What follows belongs to an exercise in optimizing a design on an open flow for small area, a short achievable clock period and few clock cycles per item; a production flow would make more cautious choices.
In this exercise RTL edits were held to simulation tests only and were not proved equivalent to the original.
Power figures rest on the tool's default switching activity, not on a simulated workload.

--- run.sh ---
#!/bin/bash
# synth_recipe.tcl (not shown) runs the flow's synth.tcl, then flattens the netlist and writes it again
# the make line also repeats each setting of config.mk as NAME=value (left out here)
make -C /OpenROAD-flow-scripts/flow DESIGN_CONFIG=/design/flow/config.mk WORK_HOME=/design/flow/orfs CLKGATE_MAP_FILE= SYNTH_SCRIPT=/design/flow/synth_recipe.tcl finish
--- config.mk ---
export PLATFORM = sky130hd
export DESIGN_NAME = core_top
export DESIGN_NICKNAME = core_top
export VERILOG_FILES = /design/flow/design.v
export SDC_FILE = /design/flow/constraint.sdc
export NUM_CORES = 4
export LEC_CHECK = 0
export CAP_MARGIN = 20
export CORE_MARGIN = 2
export CORE_UTILIZATION = 55
export PLACE_DENSITY = 0.7
export SETUP_SLACK_MARGIN = 4.6
export SLEW_MARGIN = 20
export SYNTH_HIERARCHICAL = 1
export SYNTH_MINIMUM_KEEP_SIZE = 0
export TNS_END_PERCENT = 100
--- constraint.sdc ---
create_clock -name core_clock -period 8.0 [get_ports {clk}]
set_input_delay 1.6000 -clock core_clock [delete_from_list [all_inputs] [get_ports {clk}]]
set_output_delay 1.6000 -clock core_clock [all_outputs]
set_load 0.01 [all_outputs]
--- design.v ---
package isa_pkg;
    localparam int XLEN = 32;
    localparam int REG_ID_W = 5;
    localparam int OPCODE_W = 7;
    localparam int FUNCT3_W = 3;
    localparam int FUNCT7_W = 7;
    localparam logic [FUNCT7_W - 1:0] FUNCT7_ALT = 7'b0100000;
    localparam logic [FUNCT3_W - 1:0] F3_BEQ = 3'b000;
    localparam logic [FUNCT3_W - 1:0] F3_BNE = 3'b001;
    typedef enum logic [OPCODE_W - 1:0] {
        OP     = 7'b0110011,
        OP_IMM = 7'b0010011,
        LUI    = 7'b0110111,
        BRANCH = 7'b1100011
    } opcode_e;
    typedef enum logic [FUNCT3_W - 1:0] {
        F3_ADD = 3'b000,
        F3_SLL = 3'b001,
        F3_SLT = 3'b010,
        F3_XOR = 3'b100,
        F3_SRL = 3'b101,
        F3_OR  = 3'b110,
        F3_AND = 3'b111
    } funct3_e;
    typedef enum logic [3:0] {
        ADD,
        SUB,
        AND,
        OR,
        XOR,
        SLT,
        SLL,
        SRL,
        PASS_B
    } alu_op_e;
    typedef enum logic [1:0] {
        NONE,
        EQ,
        NE
    } branch_e;
endpackage
package pipe_pkg;
    localparam int XLEN = 32;
    localparam int REG_ID_W = 5;
    typedef struct packed {
        logic cyc;
        logic stb;
        logic [XLEN - 1:0] adr;
    } wb_req_t;
    typedef struct packed {
        logic ack;
        logic [XLEN - 1:0] dat_r;
    } wb_rsp_t;
    typedef struct packed {
        logic [XLEN - 1:0] pc;
        logic [XLEN - 1:0] instr;
    } fetch_pack_t;
    typedef struct packed {
        logic [XLEN - 1:0] pc;
        logic [3:0] alu_op;
        logic [1:0] branch;
        logic [XLEN - 1:0] op_a;
        logic [XLEN - 1:0] op_b;
        logic [XLEN - 1:0] br_off;
        logic [REG_ID_W - 1:0] rd;
        logic we;
    } decode_pack_t;
    typedef struct packed {
        logic [XLEN - 1:0] pc;
        logic [REG_ID_W - 1:0] rd;
        logic we;
        logic is_branch;
        logic [XLEN - 1:0] value;
        logic [XLEN - 1:0] next_pc;
    } exec_pack_t;
    typedef struct packed {
        logic [XLEN - 1:0] pc;
        logic [REG_ID_W - 1:0] rd;
        logic [XLEN - 1:0] data;
    } retire_t;
endpackage
module pfx_add #(
    parameter int W = 32
)(
    input  logic [W - 1:0] a,
    input  logic [W - 1:0] b,
    input  logic ci,
    output logic [W - 1:0] s,
    output logic [W:0] c
);
    localparam int L = $clog2(W);
    logic [W - 1:0] p0;
    logic [W - 1:0] g [0:L];
    logic [W - 1:0] p [0:L];
    assign p0 = a ^ b;
    assign g[0] = a & b;
    assign p[0] = p0;
    for (genvar k = 0; k < L; k++) begin : lvl
        for (genvar i = 0; i < W; i++) begin : bit_
            if (i >= (1 << k)) begin : comb
                assign g[k + 1][i] = g[k][i] | (p[k][i] & g[k][i - (1 << k)]);
                assign p[k + 1][i] = p[k][i] & p[k][i - (1 << k)];
            end else begin : pass
                assign g[k + 1][i] = g[k][i];
                assign p[k + 1][i] = p[k][i];
            end
        end
    end
    assign c[0] = ci;
    assign c[W:1] = g[L] | (p[L] & {W{ci}});
    assign s = p0 ^ c[W - 1:0];
endmodule
module alu_shift (
    input  logic [31:0] a,
    input  logic [4:0] sh,
    input  logic sll,
    input  logic srl,
    output logic [31:0] y
);
    assign y = ({32{sll}} & (a << sh)) | ({32{srl}} & (a >> sh));
endmodule
module slt_bit (
    input  logic a31,
    input  logic b31,
    input  logic c31,
    output logic y
);
    assign y = (a31 & ~b31) | (~(a31 ^ b31) & ~c31);
endmodule
module alu_fin (
    input  logic [31:0] sa,       
    input  logic [31:0] ss,       
    input  logic slt,
    input  logic add,
    input  logic sub,
    input  logic slt_sel,
    input  logic [31:0] other,
    output logic [31:0] y
);
    assign y[31:1] = ({31{add}} & sa[31:1]) | ({31{sub}} & ss[31:1]) | other[31:1];
    assign y[0] = (add & sa[0]) | (sub & ss[0]) | (slt_sel & slt) | other[0];
endmodule
module byp_fin (
    input  logic [31:0] sa,
    input  logic [31:0] ss,
    input  logic slt,
    input  logic hit_add,
    input  logic hit_sub,
    input  logic hit_slt,
    input  logic hit,
    input  logic [31:0] other,
    input  logic [31:0] rf,
    output logic [31:0] y
);
    logic [31:0] rest;
    assign rest = hit ? other : rf;
    assign y[31:1] = ({31{hit_add}} & sa[31:1]) | ({31{hit_sub}} & ss[31:1]) | rest[31:1];
    assign y[0] = (hit_add & sa[0]) | (hit_sub & ss[0]) | (hit_slt & slt) | rest[0];
endmodule
module pfx_inc #(
    parameter int W = 30
)(
    input  logic [W - 1:0] x,
    output logic [W - 1:0] y
);
    localparam int L = $clog2(W);
    logic [W - 1:0] t [0:L];    
    assign t[0] = x;
    for (genvar k = 0; k < L; k++) begin : lvl
        for (genvar i = 0; i < W; i++) begin : bit_
            if (i >= (1 << k)) begin : comb
                assign t[k + 1][i] = t[k][i] & t[k][i - (1 << k)];
            end else begin : pass
                assign t[k + 1][i] = t[k][i];
            end
        end
    end
    assign y = x ^ {t[L][W - 2:0], 1'b1};
endmodule
module pfx_dec #(
    parameter int W = 19
)(
    input  logic [W - 1:0] x,
    output logic [W - 1:0] y
);
    localparam int L = $clog2(W);
    logic [W - 1:0] t [0:L];    
    assign t[0] = ~x;
    for (genvar k = 0; k < L; k++) begin : lvl
        for (genvar i = 0; i < W; i++) begin : bit_
            if (i >= (1 << k)) begin : comb
                assign t[k + 1][i] = t[k][i] & t[k][i - (1 << k)];
            end else begin : pass
                assign t[k + 1][i] = t[k][i];
            end
        end
    end
    assign y = x ^ {t[L][W - 2:0], 1'b1};
endmodule
module csel #(
    parameter int W = 19
)(
    input  logic s,
    input  logic [W - 1:0] a,
    input  logic [W - 1:0] b,
    output logic [W - 1:0] y
);
    assign y = s ? a : b;
endmodule
module core_top #(
    parameter logic [31:0] RESET_PC = '0
)(
    input  logic clk,
    input  logic arst_n,
    input  logic wb_ack_i,
    input  logic [31:0] wb_dat_i,
    output logic wb_cyc_o,
    output logic wb_stb_o,
    output logic [31:0] wb_adr_o,
    output logic retire_valid,
    output logic [31:0] retire_pc,
    output logic [4:0] retire_rd,
    output logic [31:0] retire_data
);
    logic        run;
    logic [31:0] fa;          
    logic [31:0] fa_nxt;
    logic [31:0] adr_q;       
    logic        spec;        
    logic        ack;
    logic        kill;        
    logic        accept;      
    assign wb_cyc_o = run;
    assign wb_stb_o = run;
    assign wb_adr_o = adr_q;
    assign ack = run & wb_ack_i;
    logic        ex_new;      
    logic [31:0] ex_pc;
    logic [31:0] ex_a;
    logic [31:0] ex_b;
    logic        ex_beq;
    logic        ex_bne;
    logic        ex_wr;       
    logic [4:0]  ex_rd;
    logic        ex_sub;
    logic        ex_add, ex_slt, ex_xor, ex_or, ex_and, ex_sll, ex_srl, ex_pass;
    logic        eq;
    logic        taken;
    logic [31:0] ex_alt;      
    logic        ex_pred;     
    logic        wrong;
    assign eq = (ex_a == ex_b);
    assign taken = (ex_beq & eq) | (ex_bne & ~eq);
    logic        mis;         
    assign wrong = taken ^ ex_pred;
    assign kill = spec & (ex_new ? wrong : mis);
    assign accept = ack & ~kill;
    logic [31:0] sa, ss;
    logic [32:0] ca, cs;
    logic        slt;
    logic [31:0] sh_out;
    logic [31:0] other;
    logic [31:0] alu;
    logic [31:0] alu_rf;
    pfx_add #(.W(32)) add_a (.a(ex_a), .b(ex_b), .ci(1'b0), .s(sa), .c(ca));
    pfx_add #(.W(32)) add_s (.a(ex_a), .b(~ex_b), .ci(1'b1), .s(ss), .c(cs));
    slt_bit slt_u (.a31(ex_a[31]), .b31(ex_b[31]), .c31(cs[31]), .y(slt));
    alu_shift alu_sh (.a(ex_a), .sh(ex_b[4:0]), .sll(ex_sll), .srl(ex_srl), .y(sh_out));
    assign other = ({32{ex_xor}} & (ex_a ^ ex_b))
                 | ({32{ex_or}}  & (ex_a | ex_b))
                 | ({32{ex_and}} & (ex_a & ex_b))
                 | ({32{ex_pass}} & ex_b)
                 | sh_out;
    alu_fin alu_fin_o (.sa(sa), .ss(ss), .slt(slt), .add(ex_add), .sub(ex_sub), .slt_sel(ex_slt),
                       .other(other), .y(alu));
    alu_fin alu_fin_r (.sa(sa), .ss(ss), .slt(slt), .add(ex_add), .sub(ex_sub), .slt_sel(ex_slt),
                       .other(other), .y(alu_rf));
    logic [31:0] regs [1:31];
    logic [31:1] wsel;
    always_ff @(posedge clk) begin
        for (int r = 1; r < 32; r++) begin
            if (wsel[r]) begin
                regs[r] <= alu_rf;
            end
        end
    end
    logic [31:0] w;
    logic [6:0]  opc;
    logic [2:0]  f3;
    logic [6:0]  f7;
    logic [4:0]  rd, rs1, rs2;
    logic        is_op, is_opi, is_lui, is_br, pred;
    logic        op_ok, opi_ok, we;
    logic [31:0] imm_i, imm_u;
    logic [12:0] imm_b;
    logic [13:0] tgt_c;
    logic [31:0] rf1, rf2, a_val, b_val;
    assign w = wb_dat_i;
    assign opc = w[6:0];
    assign f3 = w[14:12];
    assign f7 = w[31:25];
    assign rd = w[11:7];
    assign rs1 = w[19:15];
    assign rs2 = w[24:20];
    assign is_op  = (opc == 7'b0110011);
    assign is_opi = (opc == 7'b0010011);
    assign is_lui = (opc == 7'b0110111);
    assign is_br  = (opc == 7'b1100011) & (f3[2:1] == 2'b00);
    assign pred   = is_br & (f3[0] ^ (rs1 == rs2));
    assign op_ok  = is_op & ((f7 == 7'h00) | ((f7 == 7'h20) & (f3 == 3'd0))) & (f3 != 3'd3);
    assign opi_ok = is_opi & (f3 != 3'd1) & (f3 != 3'd3) & (f3 != 3'd5);
    assign we = op_ok | opi_ok | is_lui;
    assign imm_i = {{20{w[31]}}, w[31:20]};
    assign imm_u = {w[31:12], 12'b0};
    assign imm_b = {w[31], w[7], w[30:25], w[11:8], 1'b0};
    logic [13:0] tgt_lo;
    logic [18:0] fa_hi_inc, fa_hi_dec;
    logic [29:0] fa4_hi;
    pfx_add #(.W(13)) tgt_add (.a(fa[12:0]), .b(imm_b), .ci(1'b0), .s(tgt_lo[12:0]), .c(tgt_c));
    assign tgt_lo[13] = tgt_c[13];
    pfx_inc #(.W(19)) fa_hi_i (.x(fa[31:13]), .y(fa_hi_inc));
    pfx_dec #(.W(19)) fa_hi_d (.x(fa[31:13]), .y(fa_hi_dec));
    pfx_inc #(.W(30)) fa4_inc (.x(fa[31:2]), .y(fa4_hi));
    logic [18:0] x1, x0;
    assign x1 = imm_b[12] ? fa[31:13] : fa_hi_inc;
    assign x0 = imm_b[12] ? fa_hi_dec : fa[31:13];
    always_comb begin
        rf1 = '0;
        rf2 = '0;
        for (int r = 1; r < 32; r++) begin
            rf1 = rf1 | ({32{rs1 == 5'(r)}} & regs[r]);
            rf2 = rf2 | ({32{rs2 == 5'(r)}} & regs[r]);
        end
    end
    logic byp;
    assign byp = ex_new & ex_wr;
    logic [31:0] rf2i;
    assign rf2i = is_lui ? imm_u : is_opi ? imm_i : rf2;
    logic hit1, hit2;
    assign hit1 = byp && ex_rd == rs1;
    assign hit2 = byp && ex_rd == rs2 && !is_lui && !is_opi;
    byp_fin byp_a (.sa(sa), .ss(ss), .slt(slt), .hit_add(hit1 & ex_add), .hit_sub(hit1 & ex_sub),
                   .hit_slt(hit1 & ex_slt), .hit(hit1), .other(other), .rf(rf1), .y(a_val));
    byp_fin byp_b (.sa(sa), .ss(ss), .slt(slt), .hit_add(hit2 & ex_add), .hit_sub(hit2 & ex_sub),
                   .hit_slt(hit2 & ex_slt), .hit(hit2), .other(other), .rf(rf2i), .y(b_val));
    always_ff @(posedge clk or negedge arst_n) begin
        if (!arst_n) begin
            run <= 1'b0;
            fa <= RESET_PC;
            spec <= 1'b0;
            ex_new <= 1'b0;
        end else begin
            run <= 1'b1;
            ex_new <= accept;
            fa <= fa_nxt;
            if (ack) begin
                spec <= accept & is_br;
            end
        end
    end
    logic [31:0] fa4;
    logic [18:0] fh1, fh0, ah1, ah0;
    logic [12:0] fl_other, al_other;
    logic [31:0] alt_nxt;
    assign fa4 = {fa4_hi, fa[1:0]};
    assign fh1 = !ack ? fa[31:13] : kill ? ex_alt[31:13] : pred ? x1 : fa4[31:13];
    assign fh0 = !ack ? fa[31:13] : kill ? ex_alt[31:13] : pred ? x0 : fa4[31:13];
    assign fl_other = !ack ? fa[12:0] : kill ? ex_alt[12:0] : fa4[12:0];
    csel #(.W(19)) fa_hi_sel (.s(tgt_lo[13]), .a(fh1), .b(fh0), .y(fa_nxt[31:13]));
    csel #(.W(13)) fa_lo_sel (.s(ack & ~kill & pred), .a(tgt_lo[12:0]), .b(fl_other), .y(fa_nxt[12:0]));
    assign ah1 = !ack ? ex_alt[31:13] : pred ? fa4[31:13] : x1;
    assign ah0 = !ack ? ex_alt[31:13] : pred ? fa4[31:13] : x0;
    assign al_other = !ack ? ex_alt[12:0] : fa4[12:0];
    csel #(.W(19)) alt_hi_sel (.s(tgt_lo[13]), .a(ah1), .b(ah0), .y(alt_nxt[31:13]));
    csel #(.W(13)) alt_lo_sel (.s(ack & ~pred), .a(tgt_lo[12:0]), .b(al_other), .y(alt_nxt[12:0]));
    always_ff @(posedge clk) begin
        adr_q <= fa_nxt;
        ex_alt <= alt_nxt;
    end
    always_ff @(posedge clk) begin
        if (ex_new) begin
            mis <= wrong;
        end
    end
    always_ff @(posedge clk) begin
        ex_pc <= fa;
    end
    always_ff @(posedge clk) begin
        ex_a <= a_val;
        ex_b <= b_val;
        ex_beq <= is_br & ~f3[0];
        ex_bne <= is_br & f3[0];
        ex_wr <= we & (rd != 5'd0);
        ex_rd <= rd;
        ex_sub <= ~is_lui & (f3 == 3'd0) & is_op & f7[5];
        ex_add <= ~is_lui & (f3 == 3'd0) & ~(is_op & f7[5]);
        ex_slt <= ~is_lui & (f3 == 3'd2);
        ex_xor <= ~is_lui & (f3 == 3'd4);
        ex_or  <= ~is_lui & (f3 == 3'd6);
        ex_and <= ~is_lui & (f3 == 3'd7);
        ex_sll <= ~is_lui & (f3 == 3'd1);
        ex_srl <= ~is_lui & (f3 == 3'd5);
        ex_pass <= is_lui;
        ex_pred <= pred;
    end
    always_ff @(posedge clk or negedge arst_n) begin
        if (!arst_n) begin
            wsel <= '0;
        end else begin
            for (int r = 1; r < 32; r++) begin
                wsel[r] <= accept & we & (rd == 5'(r));
            end
        end
    end
    always_ff @(posedge clk or negedge arst_n) begin
        if (!arst_n) retire_valid <= 1'b0;
        else         retire_valid <= ex_new;
    end
    always_ff @(posedge clk) begin
        retire_pc <= ex_pc;
        retire_rd <= ex_wr ? ex_rd : 5'd0;
        retire_data <= (ex_beq | ex_bne) ? (wrong ? ex_alt : fa)
                     : (ex_wr ? alu : 32'd0);
    end
endmodule
==> out/qor.txt, run 1 <==
Clock buffer depth: 3
Total GRT Usage: 50.95%
Post-detail-place hpwl: 184.1 mm
Die H: 352.7 microns
Fail Step: global routing (5_1_grt)
Dpl cells: 7,250
Clk root buf: clkbuf_16
Clock Sink Count: 1,307
Stop err: [ERROR GRT-0232] Routing congestion too high. Check the congestion heatmap in the GUI.
Gpl congestion: 1.055
TritonCTS Buffers: 135
Pre-CTS setup slack: 2.249 ns
Grt total ovfl: 1
Status: stopped before the end
Htree depth: 4
Area after DPL: 70,100 sq um
Yosys warns: 20
Largest net degree at the start of global routing: 71
# rows: 127
Initial Util: 55.59%
Synthesized area: 66,870 sq um
Post-Syn Area per Cell: 11.67 sq um
Port Buffers: 138
IO Pins: 139
Die width: 352.7 microns
Post-Syn Instances: 5,732
[through the flow]
step                utilization [%]  hold WS (ns)
CTS                           65.56        0.3266
floorplan                         -        0.3096
detailed placement            58.27        0.3121
global placement              58.27        0.3096
[power by group through the flow]
stage | registers [uW] | clock network, uW | logic (uW)
2_1_floorplan | 8100 | 0 | 2430
3_5_place_dp | 8270 | 0 | 3710
4_1_cts | 8080 | 6380 | 4750
3_3_place_gp | 8260 | 0 | 3690
[layer usage]
| layer | global-route usage [%] | overflow |
|---|---|---|
| met1 | 57.58 | 1 |
| met2 | 69.10 | 0 |
| met3 | 28.48 | 0 |
| met5 | 11.12 | 0 |
| met4 | 41.07 | 0 |
[what timing repair did]
action / in CTS
endpoints found under the setup margin: 1219
hold buffers: 0
gates resized for setup: 566
buffers inserted: 171
cloned: 43
pin swaps: 100
[worst min-delay path by stage]
| stage | from | endpoint |
|---|---|---|
| floorplan | ex_pc[0] | retire_pc[0] |
| global placement | ex_pc[20] | retire_pc[20] |
| detailed placement | ex_pc[12] | retire_pc[12] |
| CTS | ex_pc[12] | retire_pc[12] |
Testbench counts, summed over its fixed seeds: cycles 56,841, items 38,400.
==> run 2: changes to the inputs <==
--- a/config.mk
+++ b/config.mk
@@ -7,8 +7,7 @@
 export LEC_CHECK = 0
 export CAP_MARGIN = 20
 export CORE_MARGIN = 2
-export CORE_UTILIZATION = 55
-export PLACE_DENSITY = 0.7
+export CORE_UTILIZATION = 45
 export SETUP_SLACK_MARGIN = 4.6
 export SLEW_MARGIN = 20
 export SYNTH_HIERARCHICAL = 1
==> run 2 against run 1 <==
Now fails the layout checks on max-capacitance violations, max-slew violations. Synthesized cell count did not move. Synthesized area did not move.
==> out/qor.txt, run 2 <==
FMAX: 278.8 MHz
# nets final: 6,359
Routed via count: 64,400
Max-slew headroom: -29.07%
Power per cell area: 248.2 nW/um^2
Fail Reasons: max-capacitance violations, max-slew violations
Max-cap viol count: 5
DR pass1 iterations: 15
Max-slew violations: 234
Leakage: 0.03015 uW
Fin Setup TNS: 0 ns
Final WS setup: 4.414 ns
Final hold vios: 0
Final period utilization: 44.83%
Clock Sink Count: 1,307 (unchanged)
IO Pins: 139 (unchanged)
Area after DPL: 70,650 sq um (was 70,100 sq um)
Fill count: 11,940
Tightest Pin Transition: 1.922 ns
Post-Syn Area per Cell: 11.67 sq um (unchanged)
CP Capture Type: register
Largest Register: regs
Htree depth: 4 (unchanged)
Post-Route Utilization: 56.21%
Reg2reg path depth: 14
Commonest non-fill, non-tap cell in the layout: edfxtp_1
Clk pin slew, worst setup/hold paths: 0.06 ns
Yosys warns: 20 (unchanged)
VDD IR max: 176.2 uV
Die H: 389.5 microns (was 352.7 microns)
Number of cells on the worst hold path: 0
Number of global-route vias before repair: 58,180
CP max FO: 7
Die width: 389.5 microns (was 352.7 microns)
Gpl congestion: 0.9992 (was 1.055)
First DRT Iteration DRCs: 15,880
Final Skew: 0.05272 ns
Post-Syn Instances: 5,732 (unchanged)
Clk root buf: clkbuf_16 (unchanged)
Clock buffer depth: 3 (unchanged)
Max reg flops: 992
Initial antenna violation count: 26
Final min period: 3.586 ns
DRT Wirelength: 351.0 mm
Antenna-violating nets left: 0
Initial Util: 45.28% (was 55.59%)
Status: failed layout checks (was stopped before the end)
Grt total ovfl: 0
Synthesized area: 66,870 sq um (unchanged)
First-pass GRT wire length: 454.3 mm
Worst-Skew Late Latency: 0.83 ns
Setup repair after global routing missed its margin: true
Post-Layout Inst Area: 83,000 sq um
Critical Path Source Type: register
Port Buffers: 138 (unchanged)
Drc violations: 0
Area Growth Syn to Fin: 24.13%
CP Class: reg -> reg
Setup-failing EPs final: 0
Final Power: 20,600 uW
CTS tree: done
Via density: 7.806
Placeable Area: 147,700 sq um
Worst Path Arrival: 4.31 ns
Share of cells above drive strength 1: 24.60%
TritonCTS Buffers: 139 (was 135)
Post-detail-place hpwl: 188.4 mm (was 184.1 mm)
Hold WC Path Type: reg -> reg
Pre-CTS setup slack: 2.109 ns (was 2.249 ns)
Die area: 151,700 sq um
WL/cell: 42.55 microns
# rows: 141 (was 127)
Commonest non-fill, non-tap cells in the layout: edfxtp_1 (992), a22oi_1 (857), nand2_1 (431)
Largest net degree at the start of global routing: 78
Total GRT Usage: 42.61%
Crit path required time: 8.73 ns
[run 2: metal layers]
metal	track usage [%]	vias to the layer above	part of all wire, %
met5	0.6061	-	0.16
met4	29.05	29	9.6
met3	19.92	2363	18
met2	60.13	7320	40
li1	-	23890	-
met1	51.48	30790	33
[run 2: layout make-up]
type                       count  area (sq um)  area share, %
clock inverter                73         872.1          1.051
timing repair buffer         639          6679          8.047
sequential                  1307         36620          44.11
clock buffer                 181          3785          4.560
antenna                       30         75.07        0.09045
tap                         1930          2415          2.909
inverter                     140         539.3         0.6497
multi-input combinational   3949         32020          38.58
[run 2: through the flow]
step | hold WS [ns] | std cells
after global placement | 0.3097 | 7581
after floorplan | 0.3096 | 5742
after CTS | 0.3259 | 8065
after global routing | 0.3303 | 8220
after detailed placement | 0.3121 | 7583
final | 0.3229 | 8249
[run 2: path summary, 6_finish.rpt]
check | from | slack (ns) | end
min reg2reg | ex_pc[4] | 0.32 | retire_pc[4]
max reg2reg | ex_a[8] | 4.41 | retire_data[30]
max | ex_a[8] | 4.41 | retire_data[30]
max in group asynchronous | arst_n | 6.17 | wsel[9]
min in group asynchronous | arst_n | 0.69 | fa[30]
min | ex_pc[4] | 0.32 | retire_pc[4]
[run 2: critical path: stages (launching register included)]
cell,delay (ns)
dfxtp_4,0.37
buf_6,0.12
ha_4,0.29
and4_4,0.24
and4_4,0.22
o2111ai_4,0.21
a31oi_4,0.36
buf_6,0.15
buf_6,0.09
a21oi_4,0.06
o31ai_4,0.28
xor2_4,0.55
a221o_1,0.35
nand3_1,0.11
o21ai_0,0.10
[run 2: power by group]
group	total [uW]	internal [uW]	switching [uW]	leakage, uW
Sequential	8080	7820	269	0.0120
Clock	6710	3860	2860	0.00227
Combinational	5800	2030	3770	0.0159
[run 2: repair_timing]
action                     in CTS  in global routing
hold endpoints to repair        0                  0
setup endpoints to repair    1220               1150
pin swaps                     112                123
setup buffers                 194                101
gates resized for setup       541                345
gates cloned                   34                 53
hold buffers                    0                  0
==> run 3: changes to the inputs <==
--- a/design.v
+++ b/design.v
@@ -119,43 +119,28 @@
 );
     assign y = ({32{sll}} & (a << sh)) | ({32{srl}} & (a >> sh));
 endmodule
-module slt_bit (
-    input  logic a31,
-    input  logic b31,
-    input  logic c31,
-    output logic y
-);
-    assign y = (a31 & ~b31) | (~(a31 ^ b31) & ~c31);
-endmodule
 module alu_fin (
-    input  logic [31:0] sa,       
-    input  logic [31:0] ss,       
-    input  logic slt,
+    input  logic [31:0] sum,
     input  logic add,
-    input  logic sub,
+    input  logic c31,
+    input  logic a31,
+    input  logic b31,
     input  logic slt_sel,
     input  logic [31:0] other,
     output logic [31:0] y
 );
-    assign y[31:1] = ({31{add}} & sa[31:1]) | ({31{sub}} & ss[31:1]) | other[31:1];
-    assign y[0] = (add & sa[0]) | (sub & ss[0]) | (slt_sel & slt) | other[0];
+    logic slt;
+    assign slt = (a31 & ~b31) | (~(a31 ^ b31) & ~c31);
+    assign y[31:1] = ({31{add}} & sum[31:1]) | other[31:1];
+    assign y[0] = (add & sum[0]) | (slt_sel & slt) | other[0];
 endmodule
-module byp_fin (
-    input  logic [31:0] sa,
-    input  logic [31:0] ss,
-    input  logic slt,
-    input  logic hit_add,
-    input  logic hit_sub,
-    input  logic hit_slt,
+module byp_mux (
+    input  logic [31:0] alu,
     input  logic hit,
-    input  logic [31:0] other,
     input  logic [31:0] rf,
     output logic [31:0] y
 );
-    logic [31:0] rest;
-    assign rest = hit ? other : rf;
-    assign y[31:1] = ({31{hit_add}} & sa[31:1]) | ({31{hit_sub}} & ss[31:1]) | rest[31:1];
-    assign y[0] = (hit_add & sa[0]) | (hit_sub & ss[0]) | (hit_slt & slt) | rest[0];
+    assign y = hit ? alu : rf;
 endmodule
 module pfx_inc #(
     parameter int W = 30
@@ -197,16 +182,6 @@
     end
     assign y = x ^ {t[L][W - 2:0], 1'b1};
 endmodule
-module csel #(
-    parameter int W = 19
-)(
-    input  logic s,
-    input  logic [W - 1:0] a,
-    input  logic [W - 1:0] b,
-    output logic [W - 1:0] y
-);
-    assign y = s ? a : b;
-endmodule
 module core_top #(
     parameter logic [31:0] RESET_PC = '0
 )(
@@ -255,26 +230,23 @@
     assign wrong = taken ^ ex_pred;
     assign kill = spec & (ex_new ? wrong : mis);
     assign accept = ack & ~kill;
-    logic [31:0] sa, ss;
-    logic [32:0] ca, cs;
-    logic        slt;
+    logic [31:0] sum;
+    logic [31:0] alu;
+    logic [32:0] sum_c;
     logic [31:0] sh_out;
     logic [31:0] other;
-    logic [31:0] alu;
     logic [31:0] alu_rf;
-    pfx_add #(.W(32)) add_a (.a(ex_a), .b(ex_b), .ci(1'b0), .s(sa), .c(ca));
-    pfx_add #(.W(32)) add_s (.a(ex_a), .b(~ex_b), .ci(1'b1), .s(ss), .c(cs));
-    slt_bit slt_u (.a31(ex_a[31]), .b31(ex_b[31]), .c31(cs[31]), .y(slt));
+    pfx_add #(.W(32)) alu_add (.a(ex_a), .b(ex_b ^ {32{ex_sub}}), .ci(ex_sub), .s(sum), .c(sum_c));
     alu_shift alu_sh (.a(ex_a), .sh(ex_b[4:0]), .sll(ex_sll), .srl(ex_srl), .y(sh_out));
     assign other = ({32{ex_xor}} & (ex_a ^ ex_b))
                  | ({32{ex_or}}  & (ex_a | ex_b))
                  | ({32{ex_and}} & (ex_a & ex_b))
                  | ({32{ex_pass}} & ex_b)
                  | sh_out;
-    alu_fin alu_fin_o (.sa(sa), .ss(ss), .slt(slt), .add(ex_add), .sub(ex_sub), .slt_sel(ex_slt),
-                       .other(other), .y(alu));
-    alu_fin alu_fin_r (.sa(sa), .ss(ss), .slt(slt), .add(ex_add), .sub(ex_sub), .slt_sel(ex_slt),
-                       .other(other), .y(alu_rf));
+    alu_fin alu_fin_o (.sum(sum), .add(ex_add), .c31(sum_c[31]), .a31(ex_a[31]), .b31(ex_b[31]),
+                       .slt_sel(ex_slt), .other(other), .y(alu));
+    alu_fin alu_fin_r (.sum(sum), .add(ex_add), .c31(sum_c[31]), .a31(ex_a[31]), .b31(ex_b[31]),
+                       .slt_sel(ex_slt), .other(other), .y(alu_rf));
     logic [31:0] regs [1:31];
     logic [31:1] wsel;
     always_ff @(posedge clk) begin
@@ -295,6 +267,7 @@
     logic [12:0] imm_b;
     logic [13:0] tgt_c;
     logic [31:0] rf1, rf2, a_val, b_val;
+    logic [31:0] tgt;
     assign w = wb_dat_i;
     assign opc = w[6:0];
     assign f3 = w[14:12];
@@ -321,9 +294,10 @@
     pfx_inc #(.W(19)) fa_hi_i (.x(fa[31:13]), .y(fa_hi_inc));
     pfx_dec #(.W(19)) fa_hi_d (.x(fa[31:13]), .y(fa_hi_dec));
     pfx_inc #(.W(30)) fa4_inc (.x(fa[31:2]), .y(fa4_hi));
-    logic [18:0] x1, x0;
-    assign x1 = imm_b[12] ? fa[31:13] : fa_hi_inc;
-    assign x0 = imm_b[12] ? fa_hi_dec : fa[31:13];
+    assign tgt[12:0] = tgt_lo[12:0];
+    assign tgt[31:13] = (tgt_lo[13] & ~imm_b[12]) ? fa_hi_inc
+                      : (~tgt_lo[13] & imm_b[12]) ? fa_hi_dec
+                      : fa[31:13];
     always_comb begin
         rf1 = '0;
         rf2 = '0;
@@ -336,13 +310,8 @@
     assign byp = ex_new & ex_wr;
     logic [31:0] rf2i;
     assign rf2i = is_lui ? imm_u : is_opi ? imm_i : rf2;
-    logic hit1, hit2;
-    assign hit1 = byp && ex_rd == rs1;
-    assign hit2 = byp && ex_rd == rs2 && !is_lui && !is_opi;
-    byp_fin byp_a (.sa(sa), .ss(ss), .slt(slt), .hit_add(hit1 & ex_add), .hit_sub(hit1 & ex_sub),
-                   .hit_slt(hit1 & ex_slt), .hit(hit1), .other(other), .rf(rf1), .y(a_val));
-    byp_fin byp_b (.sa(sa), .ss(ss), .slt(slt), .hit_add(hit2 & ex_add), .hit_sub(hit2 & ex_sub),
-                   .hit_slt(hit2 & ex_slt), .hit(hit2), .other(other), .rf(rf2i), .y(b_val));
+    byp_mux byp_a (.alu(alu), .hit(byp && ex_rd == rs1), .rf(rf1), .y(a_val));
+    byp_mux byp_b (.alu(alu), .hit(byp && ex_rd == rs2 && !is_lui && !is_opi), .rf(rf2i), .y(b_val));
     always_ff @(posedge clk or negedge arst_n) begin
         if (!arst_n) begin
             run <= 1'b0;
@@ -352,30 +321,19 @@
         end else begin
             run <= 1'b1;
             ex_new <= accept;
-            fa <= fa_nxt;
             if (ack) begin
                 spec <= accept & is_br;
+                fa <= fa_nxt;
             end
         end
     end
-    logic [31:0] fa4;
-    logic [18:0] fh1, fh0, ah1, ah0;
-    logic [12:0] fl_other, al_other;
-    logic [31:0] alt_nxt;
-    assign fa4 = {fa4_hi, fa[1:0]};
-    assign fh1 = !ack ? fa[31:13] : kill ? ex_alt[31:13] : pred ? x1 : fa4[31:13];
-    assign fh0 = !ack ? fa[31:13] : kill ? ex_alt[31:13] : pred ? x0 : fa4[31:13];
-    assign fl_other = !ack ? fa[12:0] : kill ? ex_alt[12:0] : fa4[12:0];
-    csel #(.W(19)) fa_hi_sel (.s(tgt_lo[13]), .a(fh1), .b(fh0), .y(fa_nxt[31:13]));
-    csel #(.W(13)) fa_lo_sel (.s(ack & ~kill & pred), .a(tgt_lo[12:0]), .b(fl_other), .y(fa_nxt[12:0]));
-    assign ah1 = !ack ? ex_alt[31:13] : pred ? fa4[31:13] : x1;
-    assign ah0 = !ack ? ex_alt[31:13] : pred ? fa4[31:13] : x0;
-    assign al_other = !ack ? ex_alt[12:0] : fa4[12:0];
-    csel #(.W(19)) alt_hi_sel (.s(tgt_lo[13]), .a(ah1), .b(ah0), .y(alt_nxt[31:13]));
-    csel #(.W(13)) alt_lo_sel (.s(ack & ~pred), .a(tgt_lo[12:0]), .b(al_other), .y(alt_nxt[12:0]));
+    assign fa_nxt = kill ? ex_alt : pred ? tgt : {fa4_hi, fa[1:0]};
     always_ff @(posedge clk) begin
-        adr_q <= fa_nxt;
-        ex_alt <= alt_nxt;
+        if (!run) begin
+            adr_q <= RESET_PC;
+        end else if (ack) begin
+            adr_q <= fa_nxt;
+        end
     end
     always_ff @(posedge clk) begin
         if (ex_new) begin
@@ -383,7 +341,10 @@
         end
     end
     always_ff @(posedge clk) begin
-        ex_pc <= fa;
+        if (ack) begin
+            ex_pc <= fa;
+            ex_alt <= pred ? {fa4_hi, fa[1:0]} : tgt;
+        end
     end
     always_ff @(posedge clk) begin
         ex_a <= a_val;
@@ -392,8 +353,8 @@
         ex_bne <= is_br & f3[0];
         ex_wr <= we & (rd != 5'd0);
         ex_rd <= rd;
-        ex_sub <= ~is_lui & (f3 == 3'd0) & is_op & f7[5];
-        ex_add <= ~is_lui & (f3 == 3'd0) & ~(is_op & f7[5]);
+        ex_sub <= (is_op & f7[5]) | (f3 == 3'd2);
+        ex_add <= ~is_lui & (f3 == 3'd0);
         ex_slt <= ~is_lui & (f3 == 3'd2);
         ex_xor <= ~is_lui & (f3 == 3'd4);
         ex_or  <= ~is_lui & (f3 == 3'd6);
==> run 3 against run 2 <==
Now clean on timing, DRC and antenna. Worst hold slack hardly changed. Design area is 5.6% lower. Combinational power is 29% lower. Clock power is 1% lower. Power is 8.3% lower. Wire length is 9.0% lower. Clock skew is 0.012 ns higher. Critical path type is now in -> reg. Largest cell class unchanged.
==> out/qor.txt, run 3 <==
Status: no timing/DRC/antenna violations (was failed layout checks)
Fin Hold WS: 0.3229 ns (about the same)
Worst path slowest cell: a21oi_1 (was xor2_4)
Setup-failing EPs final: 0 (unchanged)
Antenna-violating nets left: 0 (unchanged)
Max-slew headroom: 21.77% (was -29.07%)
CTS tree: done (unchanged)
Hold WC Path Type: reg -> reg (unchanged)
Leakage: 0.02819 uW (was 0.03015 uW)
# hold bufs at CTS: 0 (unchanged)
Post-Syn Instances: 5,153 (was 5,732)
DR pass1 iterations: 11 (was 15)
First DRT Iteration DRCs: 12,920 (was 15,880)
Routed via count: 57,300 (was 64,400)
Max reg flops: 992 (unchanged)
Max-cap viol count: 0 (was 5)
Dpl cells: 6,993 (was 7,583)
Number of global-route vias before repair: 51,870 (was 58,180)
Final period utilization: 46.34% (was 44.83%)
CP max FO: 12 (was 7)
Final hold vios: 0 (unchanged)
Die H: 381.1 microns (was 389.5 microns)
Post-Layout Inst Area: 78,370 sq um (was 83,000 sq um)
Setup repair after global routing missed its margin: true (unchanged)
# nets final: 5,670 (was 6,359)
Commonest non-fill, non-tap cell in the layout: edfxtp_1 (unchanged)
IO Pins: 139 (unchanged)
Post-detail-place hpwl: 176.2 mm (was 188.4 mm)
Synthesized area: 63,990 sq um (was 66,870 sq um)
Max-slew violations: 0 (was 234)
Commonest non-fill, non-tap cells in the layout: edfxtp_1 (1,056), a22oi_1 (746), nand2_1 (358) (was edfxtp_1 (992), a22oi_1 (857), nand2_1 (431))
Clock Sink Count: 1,307 (unchanged)
DRT Wirelength: 319.4 mm (was 351.0 mm)
Final cell count without fillers: 7,542 (was 8,249)
Area after DPL: 68,640 sq um (was 70,650 sq um)
Power per cell area: 240.9 nW/um^2 (was 248.2 nW/um^2)
Post-Syn Area per Cell: 12.42 sq um (was 11.67 sq um)
Fin Setup TNS: 0 ns (unchanged)
Via density: 7.598 (was 7.806)
Htree depth: 4 (unchanged)
Largest net degree at the start of global routing: 65 (was 78)
CP Capture Type: register (unchanged)
Placeable Area: 141,400 sq um (was 147,700 sq um)
Drc violations: 0 (unchanged)
Worst Path Arrival: 4.47 ns (was 4.31 ns)
CP max stage delay: 0.51 ns (was 0.55 ns)
First-pass GRT wire length: 422.0 mm (was 454.3 mm)
Critical Path Source Type: input pin (was register)
Fill count: 11,520 (was 11,940)
Total GRT Usage: 41.85% (was 42.61%)
WL/cell: 42.34 microns (was 42.55 microns)
Final min period: 3.707 ns (was 3.586 ns)
Port Buffers: 138 (unchanged)
Gpl congestion: 0.9760 (was 0.9992)
Worst-Skew Late Latency: 0.82 ns (was 0.83 ns)
Initial antenna violation count: 15 (was 26)
Clk pin slew, worst setup/hold paths: 0.07 ns (was 0.06 ns)
Crit path required time: 8.76 ns (was 8.73 ns)
Share of cells above drive strength 1: 25.82% (was 24.60%)
# rows: 138 (was 141)
Yosys warns: 20 (unchanged)
Final Skew: 0.06490 ns (was 0.05272 ns)
CP dominant cell by count: buf_4 (was buf_6)
Clk root buf: clkbuf_16 (unchanged)
Initial Util: 45.25% (was 45.28%)
Tightest Pin Transition: 1.173 ns (was 1.922 ns)
FMAX: 269.7 MHz (was 278.8 MHz)
VDD IR max: 195.4 uV (was 176.2 uV)
Area Growth Syn to Fin: 22.47% (was 24.13%)
Largest Register: regs (unchanged)
CP Class: in -> reg (was reg -> reg)
Grt total ovfl: 0 (unchanged)
Die area: 145,200 sq um (was 151,700 sq um)
Clock buffer depth: 3 (unchanged)
TritonCTS Buffers: 140 (was 139)
Die width: 381.1 microns (was 389.5 microns)
Crit path cell chain: buf_4 > nand3b_1 > buf_4 > nor2_4 > buf_4 > buf_4 > a22oi_1 > nand2_1 > nor3_1 > a21oi_1 > mux2_2 > mux2_4 (was buf_6 > ha_4 > and4_4 > and4_4 > o2111ai_4 > a31oi_4 > buf_6 > buf_6 > a21oi_4 > o31ai_4 > xor2_4 > a221o_1 > nand3_1 > o21ai_0)
## run 3: cell type report
type                       count  area, sq um  share of cell area (%)
antenna                       21        52.55                 0.06706
clock buffer                 177         3774                   4.815
clock inverter                77        823.3                   1.051
inverter                     128        490.5                  0.6259
multi-input combinational   3382        28030                   35.77
sequential                  1307        37180                   47.45
tap                         1890         2365                   3.018
timing repair buffer         560         5648                   7.207
## run 3: where the power goes
part           internal (uW)  switching (uW)
Sequential              7850             266
Clock                   3760            2870
Combinational           1540            2600
Total                  13100            5740
## run 3: worst max-delay path, delay by kind of cell
| kind | cells | cell delay (ns) |
|---|---|---|
| and+or+nand+nor | 4 | 0.60 |
| buffers and inverters | 4 | 1.15 |
| AOI/OAI and AO/OA | 2 | 0.68 |
| muxes | 2 | 0.41 |
## run 3: per-layer routing
| metal | vias up | track usage, % | wire, microns |
|---|---|---|---|
| met3 | 1890 | 20.82 | 55560 |
| li1 | 21320 | - | - |
| met4 | 28 | 27.15 | 29550 |
| met1 | 27830 | 50.34 | 105900 |
| met5 | - | 2.778 | 856 |
| met2 | 6234 | 58.82 | 127500 |
## run 3: final timing paths
check / start / endpoint / slack (ns) / cells after the start
max in group asynchronous: arst_n / wsel[22] / 6.15 / 2
min in group asynchronous: arst_n / fa[30] / 0.64 / 1
worst min register to register: ex_pc[21] / retire_pc[21] / 0.32 / 0
worst min-delay path: ex_pc[21] / retire_pc[21] / 0.32 / 0
worst max-delay path: wb_dat_i[24] / ex_b[19] / 4.29 / 12
worst max register to register: ex_b[0] / ex_b[28] / 4.43 / 11
## run 3: timing repair
action | CTS | global route
buffers inserted | 187 | 53
pin swaps | 101 | 60
setup endpoints to repair | 1229 | 1042
cloned | 18 | 16
endpoints found under the hold margin | 0 | 0
resized for setup | 440 | 241
## run 3: metrics by stage
| step | utilization (%) | worst slack, ns | power, uW |
|---|---|---|---|
| after floorplan | - | 4.298 | 10120 |
| after global placement | 48.54 | 1.973 | 11280 |
| after detailed placement | 48.54 | 1.984 | 11300 |
| after CTS | 54.17 | 4.471 | 18250 |
| after global routing | 55.38 | 4.406 | 19270 |
| final | 55.42 | 4.293 | 18880 |
Testbench counts of run 3, summed over its fixed seeds: cycles 56,841, items 38,400.
==> run 4: changes to the inputs <==
--- a/config.mk
+++ b/config.mk
@@ -8,7 +8,7 @@
 export CAP_MARGIN = 20
 export CORE_MARGIN = 2
 export CORE_UTILIZATION = 45
-export SETUP_SLACK_MARGIN = 4.6
+export SETUP_SLACK_MARGIN = 4.5
 export SLEW_MARGIN = 20
 export SYNTH_HIERARCHICAL = 1
 export SYNTH_MINIMUM_KEEP_SIZE = 0
==> run 4 against run 3 <==
Clock-buffer cell count up 12. Design area down 2.5%. Sequential share of layout area up 1.2 points. Power down 0.79%. First-iteration DRC count down 0.62%. Clock skew down 0.0015 ns. Synthesized area unchanged. Still clean. Register-to-register slack worse by 0.03 ns. Critical path depth down 5. Maximum frequency up 0.12%. Largest power group unchanged.
==> out/qor.txt, run 4 <==
FMAX: 270.1 MHz (was 269.7 MHz)
Cell Int Power: 13,070 uW (was 13,150 uW)
Antenna-violating nets left: 0 (unchanged)
Clock buffer depth: 3 (unchanged)
Grt total ovfl: 0 (unchanged)
CP endpoint: ex_b[9] (was ex_b[19])
Worst R2R Setup Slack: 4.40 ns (was 4.43 ns)
Setup repair after global routing missed its margin: true (unchanged)
Total GRT Usage: 41.15% (was 41.85%)
Crit path cell chain: clkdlybuf4s50_1 > or3_4 > nand2b_4 > buf_4 > o21ai_0 > a21oi_2 > mux2_4 (was buf_4 > nand3b_1 > buf_4 > nor2_4 > buf_4 > buf_4 > a22oi_1 > nand2_1 > nor3_1 > a21oi_1 > mux2_2 > mux2_4)
# hold bufs at CTS: 0 (unchanged)
Reg2reg path depth: 15 (was 11)
First DRT Iteration DRCs: 12,840 (was 12,920)
Reg-to-reg startpoint: ex_sub (was ex_b[0])
CP max FO: 6 (was 12)
Die H: 381.1 microns (unchanged)
# nets final: 5,558 (was 5,670)
Setup crit start: wb_dat_i[3] (was wb_dat_i[24])
Final period utilization: 46.29% (was 46.34%)
CTS tree: done (unchanged)
Status: no timing/DRC/antenna violations (unchanged)
Routed via count: 55,980 (was 57,300)
Worst Path Arrival: 4.39 ns (was 4.47 ns)
Die width: 381.1 microns (unchanged)
Initial Util: 45.25% (unchanged)
Synthesized area: 63,990 sq um (unchanged)
Worst path slowest cell: o21ai_0 (was a21oi_1)
VDD IR max: 171.1 uV (was 195.4 uV)
DRT Wirelength: 310.6 mm (was 319.4 mm)
Placeable Area: 141,400 sq um (unchanged)
Drc violations: 0 (unchanged)
Clock network power share: 35.9% (was 35.1%)
Sw Ratio: 30.25% (was 30.38%)
Final min period: 3.703 ns (was 3.707 ns)
Pre-CTS setup slack: 2.382 ns (was 1.984 ns)
Hold WC Path Type: reg -> reg (unchanged)
Port Buffers: 138 (unchanged)
Power per cell area: 245.2 nW/um^2 (was 240.9 nW/um^2)
Htree depth: 4 (unchanged)
Post-Syn Area per Cell: 12.42 sq um (unchanged)
Setup-failing EPs final: 0 (unchanged)
Reg power frac: 43.3% (was 43.0%)
Crit path required time: 8.69 ns (was 8.76 ns)
Fin Setup TNS: 0 ns (unchanged)
Commonest non-fill, non-tap cell in the layout: edfxtp_1 (unchanged)
Post-detail-place hpwl: 173.0 mm (was 176.2 mm)
# rows: 138 (unchanged)
Yosys warns: 20 (unchanged)
IO Pins: 139 (unchanged)
Clk root buf: clkbuf_16 (unchanged)
Final WS setup: 4.297 ns (was 4.293 ns)
Worst-Skew Late Latency: 0.85 ns (was 0.82 ns)
Worst r2r dst: regs[27][0] (was ex_b[28])
Max-slew violations: 0 (unchanged)
Final hold vios: 0 (unchanged)
Largest Register: regs (unchanged)
Initial antenna violation count: 20 (was 15)
P_sw: 5666 uW (was 5735 uW)
TritonCTS Buffers: 141 (was 140)
Critical Path Source Type: input pin (unchanged)
CP Capture Type: register (unchanged)
Tightest Pin Transition: 1.141 ns (was 1.173 ns)
Commonest non-fill, non-tap cells in the layout: edfxtp_1 (1,056), a22oi_1 (749), nand2_1 (358) (was edfxtp_1 (1,056), a22oi_1 (746), nand2_1 (358))
Max reg flops: 992 (unchanged)
Final Skew: 0.06339 ns (was 0.06490 ns)
Post-Syn Instances: 5,153 (unchanged)
Share of cells above drive strength 1: 22.40% (was 25.82%)
Clock Sink Count: 1,307 (unchanged)
Max-cap viol count: 0 (unchanged)
WL/cell: 41.77 microns (was 42.34 microns)
Combinational power share: 20.8% (was 21.9%)
Area Growth Syn to Fin: 19.37% (was 22.47%)
Largest net degree at the start of global routing: 65 (unchanged)
Die area: 145,200 sq um (unchanged)
Gpl congestion: 0.9825 (was 0.9760)
DR pass1 iterations: 12 (was 11)
CP Class: in -> reg (unchanged)
Via density: 7.529 (was 7.598)
CP max stage delay: 0.69 ns (was 0.51 ns)
Clk pin slew, worst setup/hold paths: 0.06 ns (was 0.07 ns)
Leakage: 0.02723 uW (was 0.02819 uW)
Post-Route Utilization: 54.01% (was 55.42%)
First-pass GRT wire length: 417.0 mm (was 422.0 mm)
Max-slew headroom: 23.94% (was 21.77%)
Number of global-route vias before repair: 52,240 (was 51,870)
-- run 4: worst min-delay path by stage --
stage / start / end / slack [ns] / depth (start not counted)
after detailed placement: ex_pc[17] / retire_pc[17] / 0.33 / 0
after global routing: ex_pc[28] / retire_pc[28] / 0.34 / 0
after global placement: ex_pc[26] / retire_pc[26] / 0.32 / 0
final: ex_pc[17] / retire_pc[17] / 0.34 / 0
after floorplan: ex_pc[0] / retire_pc[0] / 0.32 / 0
after CTS: ex_pc[28] / retire_pc[28] / 0.34 / 0
-- run 4: final cells by class --
cell class	count	area (sq um)
diodes	22	55.05
clock buffers	189	3872
clock inverters	70	878.3
fillers	11760	65030
inverters	128	484.2
multi-input cells	3374	27110
flip-flops and latches	1307	37170
well taps	1890	2365
repair buffers	455	4449
-- run 4: per-layer routing --
| metal | share of wire (%) | global-route usage, % | routed length (microns) |
|---|---|---|---|
| met2 | 41 | 58.44 | 126100 |
| met5 | 0.28 | 0.7937 | 862 |
| met4 | 8.6 | 25.90 | 26660 |
| met1 | 34 | 50.26 | 105500 |
| met3 | 17 | 19.25 | 51420 |
-- run 4: timing repair --
| item | in CTS | in global routing |
|---|---|---|
| endpoints found under the hold margin | 0 | 0 |
| resized for setup | 394 | 158 |
| cloned | 10 | 4 |
| endpoints found under the setup margin | 1221 | 782 |
| pin swaps | 69 | 39 |
| setup buffers | 129 | 35 |
-- run 4: power by group through the flow --
stage / logic (uW) / registers (uW) / clock network [uW]
floorplan: 1970 / 8110 / 0
global placement: 3030 / 8270 / 0
detailed placement: 3040 / 8270 / 0
CTS: 3490 / 8100 / 6720
global route: 4010 / 8120 / 6990
finish: 3890 / 8110 / 6730
-- run 4: stage by stage --
| step | area (sq um) | hold slack, ns | cells | power [uW] |
|---|---|---|---|---|
| floorplan | 64490 | 0.3233 | 5157 | 10080 |
| global placement | 68030 | 0.3243 | 6976 | 11300 |
| detailed placement | 68030 | 0.3269 | 6976 | 11310 |
| CTS | 75420 | 0.3398 | 7374 | 18310 |
| global route | 76330 | 0.3449 | 7415 | 19120 |
| finish | 76380 | 0.3385 | 7435 | 18730 |
-- run 4: critical path, delay by kind of cell --
| kind | cells | cell delay, ns |
|---|---|---|
| simple gates | 2 | 0.73 |
| compound gates | 2 | 0.93 |
| buf+inv | 2 | 0.77 |
| mux | 1 | 0.34 |
==> run 5: changes to the inputs <==
--- a/config.mk
+++ b/config.mk
@@ -8,8 +8,8 @@
 export CAP_MARGIN = 20
 export CORE_MARGIN = 2
 export CORE_UTILIZATION = 45
-export SETUP_SLACK_MARGIN = 4.5
+export SETUP_SLACK_MARGIN = 4.4
 export SLEW_MARGIN = 20
 export SYNTH_HIERARCHICAL = 1
 export SYNTH_MINIMUM_KEEP_SIZE = 0
-export TNS_END_PERCENT = 100
+export TNS_END_PERCENT = 10
==> run 5 against run 4 <==
Still clean on timing, DRC and antenna. Non-clock buffer count shrank 18. First-iteration DRC count increased by 1.3%. Combinational power decreased by 11%. Power decreased by 2.7%.
==> out/qor.txt, run 5 <==
CTS tree: done (unchanged)
CP dominant cell by count: buf_4
Final Skew: 0.04035 ns (was 0.06339 ns)
First-pass GRT wire length: 413.2 mm (was 417.0 mm)
Via density: 7.491 (was 7.529)
CP Class: in -> reg (unchanged)
Largest Register: regs (unchanged)
Hold WC Path Type: reg -> reg (unchanged)
Yosys warns: 20 (unchanged)
Worst Path Arrival: 4.73 ns (was 4.39 ns)
Area Growth Syn to Fin: 17.24% (was 19.37%)
Antenna-violating nets left: 0 (unchanged)
Clock buffer depth: 3 (unchanged)
# nets final: 5,536 (was 5,558)
FMAX: 250.9 MHz (was 270.1 MHz)
Max-slew violations: 0 (unchanged)
Clk root buf: clkbuf_16 (unchanged)
Setup repair after global routing missed its margin: true (unchanged)
Final period utilization: 49.83% (was 46.29%)
HP Start: ex_pc[15] (was ex_pc[17])
Worst path slowest cell: nor2_4 (was o21ai_0)
Crit path cell chain: clkdlybuf4s15_2 > nand3b_1 > buf_4 > nor2_4 > buf_4 > a22oi_1 > nand2_1 > nor4_1 > a21oi_1 > mux2_2 > mux2_4 (was clkdlybuf4s50_1 > or3_4 > nand2b_4 > buf_4 > o21ai_0 > a21oi_2 > mux2_4)
DR pass1 iterations: 12 (unchanged)
DRT Wirelength: 306.8 mm (was 310.6 mm)
Setup crit start: wb_dat_i[22] (was wb_dat_i[3])
Synthesized area: 63,990 sq um (unchanged)
Total GRT Usage: 40.77% (was 41.15%)
Clock Sink Count: 1,307 (unchanged)
Fill count: 11,890 (was 11,760)
Post-Syn Instances: 5,153 (unchanged)
Gpl congestion: 0.9970 (was 0.9825)
Die H: 381.1 microns (unchanged)
Fin Hold WS: 0.3390 ns (was 0.3385 ns)
Setup-failing EPs final: 0 (unchanged)
Max reg flops: 992 (unchanged)
Commonest non-fill, non-tap cells in the layout: edfxtp_1 (1,056), a22oi_1 (751), nand2_1 (362) (was edfxtp_1 (1,056), a22oi_1 (749), nand2_1 (358))
Final hold vios: 0 (unchanged)
Fin Setup TNS: 0 ns (unchanged)
Worst R2R Setup Slack: 4.20 ns (was 4.40 ns)
Clk pin slew, worst setup/hold paths: 0.06 ns (about the same)
Critical Path Source Type: input pin (unchanged)
Port Buffers: 138 (unchanged)
Grt total ovfl: 0 (unchanged)
CP max stage delay: 0.63 ns (was 0.69 ns)
Number of global-route vias before repair: 51,320 (was 52,240)
Status: no timing/DRC/antenna violations (unchanged)
Tightest Pin Transition: 1.329 ns (was 1.141 ns)
Largest net degree at the start of global routing: 76 (was 65)
Reg-to-reg startpoint: ex_b[3] (was ex_sub)
Max-slew headroom: 10.46% (was 23.94%)
Power per cell area: 243.0 nW/um^2 (was 245.2 nW/um^2)
CP Capture Type: register (unchanged)
WL/cell: 41.46 microns (was 41.77 microns)
First DRT Iteration DRCs: 13,000 (was 12,840)
Drc violations: 0 (unchanged)
Max-cap viol count: 0 (unchanged)
Die width: 381.1 microns (unchanged)
Post-Syn Area per Cell: 12.42 sq um (unchanged)
TritonCTS Buffers: 140 (was 141)
Leakage: 0.02699 uW (was 0.02723 uW)
Final min period: 3.986 ns (was 3.703 ns)
Worst-Skew Late Latency: 0.82 ns (was 0.85 ns)
Post-detail-place hpwl: 174.9 mm (was 173.0 mm)
Routed via count: 55,440 (was 55,980)
Share of cells above drive strength 1: 19.20% (was 22.40%)
# rows: 138 (unchanged)
CP max FO: 13 (was 6)
Placeable Area: 141,400 sq um (unchanged)
Crit path required time: 8.74 ns (was 8.69 ns)
Commonest non-fill, non-tap cell in the layout: edfxtp_1 (unchanged)
Initial Util: 45.25% (unchanged)
Htree depth: 4 (unchanged)
IO Pins: 139 (unchanged)
Initial antenna violation count: 27 (was 20)
Die area: 145,200 sq um (unchanged)
VDD IR max: 232.2 uV (was 171.1 uV)
## run 5: what timing repair did
| action | CTS | global route |
|---|---|---|
| hold buffers | 0 | 0 |
| setup endpoints to repair | 1259 | 1196 |
| setup buffers | 96 | 36 |
| pin swaps | 40 | 12 |
| cloned | 7 | 2 |
| resized for setup | 182 | 106 |
## run 5: worst paths after layout
path | end | depth (start not counted)
setup / recovery | ex_b[27] | 11
hold / removal | retire_pc[15] | 0
setup reg to reg | retire_data[23] | 11
hold reg to reg | retire_pc[15] | 0
max in group asynchronous | wsel[1] | 1
min in group asynchronous | fa[30] | 1
## run 5: layer usage
| metal | vias up | global-route usage (%) | part of all wire [%] |
|---|---|---|---|
| met1 | 26850 | 49.37 | 34 |
| met5 | - | 1.389 | 0.17 |
| li1 | 21020 | - | - |
| met3 | 1813 | 19.02 | 17 |
| met4 | 25 | 26.69 | 8.9 |
| met2 | 5738 | 57.89 | 41 |
## run 5: power breakdown
part	total (uW)	internal (uW)	switching, uW
logic	3480	1170	2310
clock network	6650	3810	2840
registers	8100	7850	253
## run 5: area by class of cell
| class | instances | area [sq um] | share of cell area [%] |
|---|---|---|---|
| sequential | 1307 | 37140 | 49.50 |
| multi-input combinational | 3370 | 26030 | 34.69 |
| timing repair buffer | 437 | 4312 | 5.747 |
| clock buffer | 184 | 3845 | 5.125 |
| tap | 1890 | 2365 | 3.152 |
| clock inverter | 69 | 807.0 | 1.076 |
| inverter | 128 | 484.2 | 0.6454 |
| antenna | 15 | 37.54 | 0.05003 |
| timing repair inverter | 1 | 5.005 | 0.006671 |
## run 5: per-stage QoR
stage / util, % / instances / setup slack (ns) / power [uW] / cell area [sq um]
final: 53.05 / 7401 / 4.014 / 18230 / 75020
after global routing: 53.03 / 7391 / 4.170 / 18640 / 75000
after CTS: 52.61 / 7348 / 4.107 / 17980 / 74400
after detailed placement: 48.19 / 6992 / 2.180 / 11280 / 68150
after global placement: 48.15 / 6990 / 2.221 / 11260 / 68090
after floorplan: - / 5157 / 4.295 / 10060 / 64140
## run 5: critical path: cells and delay by family
kind	cells	cell delay, ns
buf+inv	3	0.96
compound gates	2	0.70
mux	2	0.41
simple gates	4	1.01

==> separate check: timing with driven ports <==
No port has a modelled driver above. Below, the same layouts with a new extraction and two added sets of constraints. Step 1 assumes that a clkbuf_16 drives the clock port and a buf_2 every other input. Step 2 adds t to the input delays and takes it off the output delays; t is the mean of the earliest and latest rising clock arrival at the registers after step 1. Input paths then give back, and output paths get back, about the clock's delay inside the block. Three values: ideal, step 1, step 2; two values: the first two.
run | t, ns | setup WS [ns] | latest minus earliest clock arrival (ns) | cell pins on the clock port's net
run 2 | 0.885 | 4.414 / 4.364 / 3.479 | 0.052 / 0.053 | 1
run 3 | 0.871 | 4.293 / 4.244 / 3.373 | 0.065 / 0.065 | 1
run 4 | 0.899 | 4.297 / 4.297 / 3.398 | 0.066 / 0.066 | 1
run 5 | 0.873 | 4.014 / 3.990 / 3.117 | 0.043 / 0.043 | 1
For run 2, which loses most, drivers alone change the setup slack by -0.050 ns; drivers and shift together by -0.935 ns.
